This is an optimization exercise on Yosys and OpenROAD, whose aim is small area, not a production implementation. At most, simulation tests tie the RTL to the original design; equivalence was not proved. Power and IR drop assume default switching activity.

Design disparity_filtering_system, start of the top module:
module disparity_filtering_system (
    input  logic                   clk,
    input  logic                   arst_n,
    input  logic [BLK_SIZE-1:0]    xors_in,
    input  logic [CONF_BITS-1:0]   confidence,
    input  logic [COORD_BITS-1:0]  min_coords,
    input  logic                   xors_valid,
    output logic [OUT_BITS-1:0]    disparity,     
    output logic                   disparity_valid,
    output logic                   overrun
);
clock: 9.0 ns
lec_check: 0
abc_area: 1
cap_margin: 5
core_margin: 2
core_utilization: 40
cts_buf_list: sky130_fd_sc_hd__clkbuf_8
gpl_timing_driven: 0
slew_margin: 5
standard.sh (not shown) runs the stock make flow with config.mk's settings and CLKGATE_MAP_FILE= SYNTH_SCRIPT=/design/flow/synth_recipe.tcl, a recipe that flattens the netlist after the stock synthesis.
==> flow/flow/run.sh <==
#!/bin/bash
# The standard layout with three changes, none of them touching a register:
#  - port buffers are the smallest plain buffer (buffer_ports -buffer_cell buf_1);
#  - after the standard synthesis, inverters left around full-adder cells are removed
#    (flow/invopt.py);
#  - the gates between registers and adder cells are mapped again by ABC for area
#    (flow/remap.abc), with the adder cells and flip-flops kept as they are.
# Each rewritten netlist is used only if Yosys proves it equivalent to the standard
# synthesis's netlist. Each tool's output goes to a log file of its own in this folder.
set -euo pipefail
export BUFFER_PORTS_ARGS="-buffer_cell sky130_fd_sc_hd__buf_1"
R=orfs/results/${FLOW_PLATFORM}/disparity_filtering_system/base
O=orfs/objects/${FLOW_PLATFORM}/disparity_filtering_system/base
L=orfs/logs/${FLOW_PLATFORM}/disparity_filtering_system/base
LIB=$(ls ${FLOW_HOME}/platforms/${FLOW_PLATFORM}/lib/*tt_025C_1v80.lib | head -1)

bash standard.sh synth > synth.log 2>&1
cp $R/1_2_yosys.v synth_orig.v
sed "s/^module ${FLOW_TOP}(/module gold(/" synth_orig.v > eq_gold.v

# proves $1 equivalent to the standard netlist; log in $2
prove() {
    sed -E -e "s/^module ${FLOW_TOP}\(/module gate(/" -e 's/\b(_[0-9]+_|_invopt_[c0-9]+_)/x\1/g' "$1" > eq_gate.v
    cat > eq.ys <<EOS
read_liberty -ignore_miss_func $LIB
read_verilog eq_gold.v
read_verilog eq_gate.v
hierarchy -check
flatten
proc
opt_clean
async2sync
dffunmap
equiv_make gold gate eq
hierarchy -top eq
equiv_simple -seq 2
equiv_induct -seq 2
equiv_status -assert
EOS
    yosys -s eq.ys > "$2" 2>&1
}

use=synth_orig.v
if python3 flow/invopt.py synth_orig.v synth_inv.v > invopt.log 2>&1; then
    DONT_USE=$(grep -o -- "-dont_use [A-Za-z0-9_]*" $L/1_2_yosys.log | sort -u | tr '\n' ' ')
    cat > remap.ys <<EOS
read_liberty -ignore_miss_func $LIB
read_verilog synth_inv.v
hierarchy -top ${FLOW_TOP}
setattr -mod -set keep_hierarchy 1 sky130_fd_sc_hd__fa_* sky130_fd_sc_hd__ha_* sky130_fd_sc_hd__df* sky130_fd_sc_hd__edf*
flatten
opt_clean
select -module ${FLOW_TOP}
abc -script $(pwd)/flow/remap.abc -liberty $LIB ${DONT_USE} -constr $O/abc.constr
select -clear
opt_clean -purge
hilomap -singleton -hicell sky130_fd_sc_hd__conb_1 HI -locell sky130_fd_sc_hd__conb_1 LO
splitnets
opt_clean -purge
select ${FLOW_TOP}
write_verilog -noattr -noexpr -nohex -nodec -selected synth_remap.v
EOS
    if yosys -s remap.ys > remap.log 2>&1 && ! grep -q "^\s*assign" synth_remap.v && prove synth_remap.v equiv_remap.log; then
        use=synth_remap.v
    elif prove synth_inv.v equiv_inv.log; then
        use=synth_inv.v
    fi
fi
echo "netlist used: $use" >> invopt.log
if [[ $use != synth_orig.v ]]; then
    cp $use $R/1_2_yosys.v
    rm -f $R/1_synth.odb $R/1_synth.sdc
fi

bash standard.sh > standard.log 2>&1
Other scripts of this flow, unchanged in this note and not shown: flow/flow/invopt.py, flow/flow/remap.abc
Rerun with:
--- a/flow/design.v
+++ b/flow/design.v
@@ -58,18 +58,25 @@
         maj16 = f11[1] & (f11[0] | f10[0] | f7[0] | x[15]);
     endfunction
     function automatic logic [10:0] radd(input logic [9:0] a, input logic [9:0] b);
         logic cy;
         cy = 1'b0;
         for (int i = 0; i < 10; i++)
             {cy, radd[i]} = fa(a[i], b[i], cy);
         radd[10] = cy;
     endfunction
+    function automatic logic [9:0] radd3(input logic [7:0] a, input logic [7:0] b,
+                                         input logic [7:0] c);
+        logic [7:0] s, k;
+        for (int i = 0; i < 8; i++)
+            {k[i], s[i]} = fa(a[i], b[i], c[i]);
+        radd3 = 10'(radd(10'(s), {1'b0, k, 1'b0}));
+    endfunction
     function automatic logic [7:0] wgt(input logic [1:0] m, input logic [7:0] c);
         case (m)
             2'b00:   wgt = c;
             2'b11:   wgt = 8'd0;
             default: wgt = {1'b0, c[7:1]};
         endcase
     endfunction
     function automatic logic [7:0] div3(input logic [9:0] x);
         logic [1:0] r;
@@ -222,65 +229,65 @@
     logic [7:0] nq7, nq8;
     always_ff @(posedge clk) begin
         if (acc1)
             mcnt <= '0;
         else
             mcnt <= mcnt + 1'b1;
     end
     function automatic logic [17:0] mdstep(input logic [3:0] m, input logic [9:0] a,
                                            input logic [7:0] n, input logic [9:0] x,
-                                           input logic [9:0] d, input logic [4:0] mb);
+                                           input logic [9:0] d, input logic [4:0] dl);
         logic [10:0] opa, opb;
         logic [11:0] sum;
         logic        dj, div;
         div = m[2] | m[3];
         case (m[1:0])
-            2'd1:    dj = mb[2];
-            2'd2:    dj = mb[3];
-            2'd3:    dj = mb[4];
-            default: dj = mb[1];
+            2'd1:    dj = dl[2];
+            2'd2:    dj = dl[3];
+            2'd3:    dj = dl[4];
+            default: dj = dl[1];
         endcase
         if (div) begin
             opa = {a, n[7]};
             opb = ~{1'b0, d};
         end else begin
-            opa = (m[1:0] == 2'd0) ? {2'b0, (mb[0] ? x[9:1] : 9'd0)} : {1'b0, a};
+            opa = (m[1:0] == 2'd0) ? {2'b0, (dl[0] ? x[9:1] : 9'd0)} : {1'b0, a};
             opb = dj ? {1'b0, x} : 11'd0;
         end
         begin
             logic cy;
             cy = div;
             for (int i = 0; i < 11; i++)
                 {cy, sum[i]} = fa(opa[i], opb[i], cy);
             sum[11] = cy;
         end
         if (div) begin
             mdstep = {(sum[11] ? sum[9:0] : {a[8:0], n[7]}), n[6:0], sum[11]};
         end else if (m[1:0] == 2'd0) begin
-            mdstep = {sum[10:1], sum[0], mb[0] & x[0], 6'd0};
+            mdstep = {sum[10:1], sum[0], dl[0] & x[0], 6'd0};
         end else begin
             mdstep = {sum[10:1], sum[0], n[7:1]};
         end
     endfunction
     function automatic logic [17:0] mdstep8(input logic [3:0] m, input logic [9:0] a,
                                             input logic [7:0] n, input logic [9:0] x,
-                                            input logic [9:0] d, input logic [4:0] mb);
+                                            input logic [9:0] d, input logic [4:0] dl);
         logic [10:0] opa, opb;
         logic [11:0] sum;
         logic        dj, div, first, cy;
         first = (m == 4'd0);
         div   = (m >= 4'd5);
         case (m[2:0])
-            3'd1:    dj = mb[1];
-            3'd2:    dj = mb[2];
-            3'd3:    dj = mb[3];
-            3'd4:    dj = mb[4];
-            default: dj = mb[0];
+            3'd1:    dj = dl[1];
+            3'd2:    dj = dl[2];
+            3'd3:    dj = dl[3];
+            3'd4:    dj = dl[4];
+            default: dj = dl[0];
         endcase
         if (div) begin
             opa = {a, n[7]};
             opb = ~{1'b0, d};
         end else begin
             opa = first ? 11'd0 : {1'b0, a};
             opb = dj ? {1'b0, x} : 11'd0;
         end
         cy = div;
@@ -290,26 +297,30 @@
         if (div)
             mdstep8 = {(sum[11] ? sum[9:0] : {a[8:0], n[7]}), n[6:0], sum[11]};
         else
             mdstep8 = {sum[10:1], sum[0], (first ? 7'd0 : n[7:1])};
     endfunction
     always_ff @(posedge clk) begin
         {ac7, nq7} <= mdstep(mcnt, ac7, nq7, x7, dd7, dl);
         {ac8, nq8} <= mdstep8(mcnt, ac8, nq8, x8, dd8, dl);
     end
-    logic       p7, p8, lmask, rmask;
+    logic       xwin, lmask, rmask;
     logic [9:0] sc, val;
     logic [7:0] qx, nqs;
     logic [9:0] sc_q;
     logic       xwin_q, xsel_q;
-    assign p7    = orun && obpar && (ocnt == 4'd2);
-    assign p8    = orun && obpar && (ocnt == 4'd3);
-    assign lmask = orun && !obpar && (ocnt == 4'd3);
+    assign xwin_q = p8 || xsel_q;      
+    logic       p7, p8, lm;
+    assign p7 = orun && obpar && (ocnt == 4'd2);
+    assign p8 = orun && obpar && (ocnt == 4'd3);
+    assign lm = orun && !obpar && (ocnt == 4'd3);
+    assign xwin  = p7 || p8;
+    assign lmask = lm;
     assign rmask = t10;
     always_comb begin
         logic [1:0] zl, zc, zr, f1, f2, f3;
         logic [2:0] k;
         logic [1:0] n2;
         logic [6:0] h;
         logic [9:0] p0, p1, p2;
         logic [9:0] ss, cc;
         zl = lmask ? 2'b00 : ~w3;
@@ -327,19 +338,18 @@
         for (int i = 0; i < 10; i++)
             {cc[i], ss[i]} = fa(p0[i], p1[i], p2[i]);
         sc = 10'(radd(ss, {cc[8:0], 1'b0}));
     end
     assign val   = p7 ? dd7 : (p8 ? dd8 : sc);
     always_ff @(posedge clk) begin
         sc_q   <= val;
         xsel_q <= p8;
     end
-    assign xwin_q = p8 || xsel_q;      
     assign nqs = xsel_q ? nq8 : nq7;
     always_comb begin
         logic [7:0] t;
         logic       nz, cy, neg;
         logic [4:0] base;
         nz = xsel_q ? (ac8 != 10'd0) : (ac7 != 10'd0);
         neg  = xsel_q ? ge_q : !ge;
         base = xsel_q ? d1 : hd;
         t  = nqs ^ {8{neg}};
Result: Flip-flop and latch count stays the same. Cell area stays flat. Non-clock buffer count grows by 3. Die area shrinks by 0.38%. Worst setup slack is worse by 0.031 ns. First-iteration DRC count shrinks by 16%. Clock skew grows by 0.014 ns. Routed wire length grows by 0.40%.
Only the layout flow was run in the second run of this note; the RTL was not checked for function there.

## the baseline
Another version of the RTL of disparity_filtering_system (not shown whole).
Size in the first run: roughly 1400 cells after synthesis, about 15000 sq um of cells after synthesis.
clock: 9.0 ns
lec_check: 0
abc_area: 1
cap_margin: 20
core_margin: 2
core_utilization: 40
cts_buf_list: sky130_fd_sc_hd__clkbuf_8
gpl_timing_driven: 0
slew_margin: 20
==> flow/flow/run.sh <==
#!/bin/bash
# The standard layout with two changes:
#  - port buffers are the smallest plain buffer (buffer_ports -buffer_cell buf_1);
#  - after the standard synthesis, inverters that synthesis left around full-adder cells
#    are removed (flow/invopt.py), kept only if Yosys proves the netlist unchanged.
# Each tool's output goes to a log file of its own in this folder.
set -euo pipefail
export BUFFER_PORTS_ARGS="-buffer_cell sky130_fd_sc_hd__buf_1"
R=orfs/results/${FLOW_PLATFORM}/disparity_filtering_system/base

bash standard.sh synth > synth.log 2>&1

cp $R/1_2_yosys.v synth_orig.v
if python3 flow/invopt.py synth_orig.v synth_opt.v > invopt.log 2>&1; then
    sed "s/^module ${FLOW_TOP}(/module gold(/" synth_orig.v > eq_gold.v
    sed -E -e "s/^module ${FLOW_TOP}\(/module gate(/" -e 's/\b(_[0-9]+_|_invopt_[c0-9]+_)/x\1/g' synth_opt.v > eq_gate.v
    LIB=$(ls ${FLOW_HOME}/platforms/${FLOW_PLATFORM}/lib/*tt_025C_1v80.lib | head -1)
    cat > eq.ys <<EOS
read_liberty -ignore_miss_func $LIB
read_verilog eq_gold.v
read_verilog eq_gate.v
hierarchy -check
flatten
proc
opt_clean
async2sync
dffunmap
equiv_make gold gate eq
hierarchy -top eq
equiv_simple -seq 2
equiv_induct -seq 2
equiv_status -assert
EOS
    if yosys -s eq.ys > equiv.log 2>&1; then
        cp synth_opt.v $R/1_2_yosys.v
        rm -f $R/1_synth.odb $R/1_synth.sdc
        echo "using the optimised netlist" >> invopt.log
    else
        echo "equivalence not proven; keeping the standard netlist" >> invopt.log
    fi
fi

bash standard.sh > standard.log 2>&1
Other scripts of this flow, unchanged in this note and not shown: flow/flow/invopt.py
[inputs] the candidate vs the baseline
-- flow/design.v --
<<< the baseline, line 275
    assign lmask = lm;
    assign rmask = t10;
    always_comb begin
        logic [1:0] pl, pc, pr;
        logic [7:0] cl, cr;
        pl = w3;  pc = w2;  pr = w1;
        cl = oc;  cr = oc;
        if (xwin) begin
            if (p7) begin
                pl = hp[1:0];  pc = hp[3:2];  pr = m1[1:0];  cr = c1;
            end else begin
                pl = hp[3:2];  pc = m1[1:0];  pr = m1[3:2];  cl = hc;
            end
        end
        wl = lmask ? 8'd0 : wgt(pl, cl);
        wc = wgt(pc, oc);
        wr = rmask ? 8'd0 : wgt(pr, cr);
    end
    assign sc    = radd3(wl, wc, wr);
    assign val   = sc;
    always_ff @(posedge clk) begin
        sc_q   <= val;
>>> the candidate, line 275
    assign lmask = lm;
    assign rmask = t10;
    assign wl    = lmask ? 8'd0 : wgt(w3, oc);
    assign wc    = wgt(w2, oc);
    assign wr    = rmask ? 8'd0 : wgt(w1, oc);
    assign sc    = radd3(wl, wc, wr);
    assign val   = p7 ? dd7 : (p8 ? dd8 : sc);
    always_ff @(posedge clk) begin
        sc_q   <= val;
Relative to the baseline, cell count after synthesis has gone down in the candidate. When the candidate is set beside the baseline, its smallest setup slack after layout turns out to be 0.10 ns smaller. Layout-stage area growth over the synthesis result delta for the candidate relative to the baseline: 0.36 points lower. Relative to the baseline, the part of the total power dissipated in combinational logic of the candidate is higher by 0.3 points. The candidate against the baseline: synthesized area fell about 0.8%; final area fell 1.1%; ratio of routed vias to standard cells fell 0.92%. Changes observed in the candidate relative to the baseline: met1 track demand over resource shrank by 0.77 points, detailed-routing wirelength on met1 went down by about 4.3%.
Function was not checked in any run of this note: the RTL went through the layout flow alone.

[separate check: timing with driven ports]
The flow's constraints put no driver on any port. The routed layouts listed below were extracted and timed again, unchanged, in two steps. Step 1 (the two cells are an assumption about what drives the block):
set clk [get_ports {clk}]
set_driving_cell -lib_cell sky130_fd_sc_hd__clkbuf_16 $clk
set_driving_cell -lib_cell sky130_fd_sc_hd__buf_2 [delete_from_list [all_inputs] $clk]
Step 2, shift: input delay + t, output delay - t, t = (earliest + latest rising clock arrival at the registers) / 2. This alone moves slack from input paths to output paths. Slacks: ideal ports / drivers / drivers and shift; pairs: ideal ports / drivers.
run	t, ns	setup slack, ns	worst hold slack (ns)
the first run of note 1	0.497	0.286 / 0.286 / 0.286	0.363 / 0.363 / 0.363
the second run of note 1	0.506	0.254 / 0.254 / 0.254	0.341 / 0.341 / 0.341
the baseline	0.514	0.516 / 0.516 / 0.516	0.338 / 0.338 / 0.338
the candidate	0.534	0.412 / 0.412 / 0.412	0.318 / 0.318 / 0.318
After both steps every run listed still meets setup and hold.
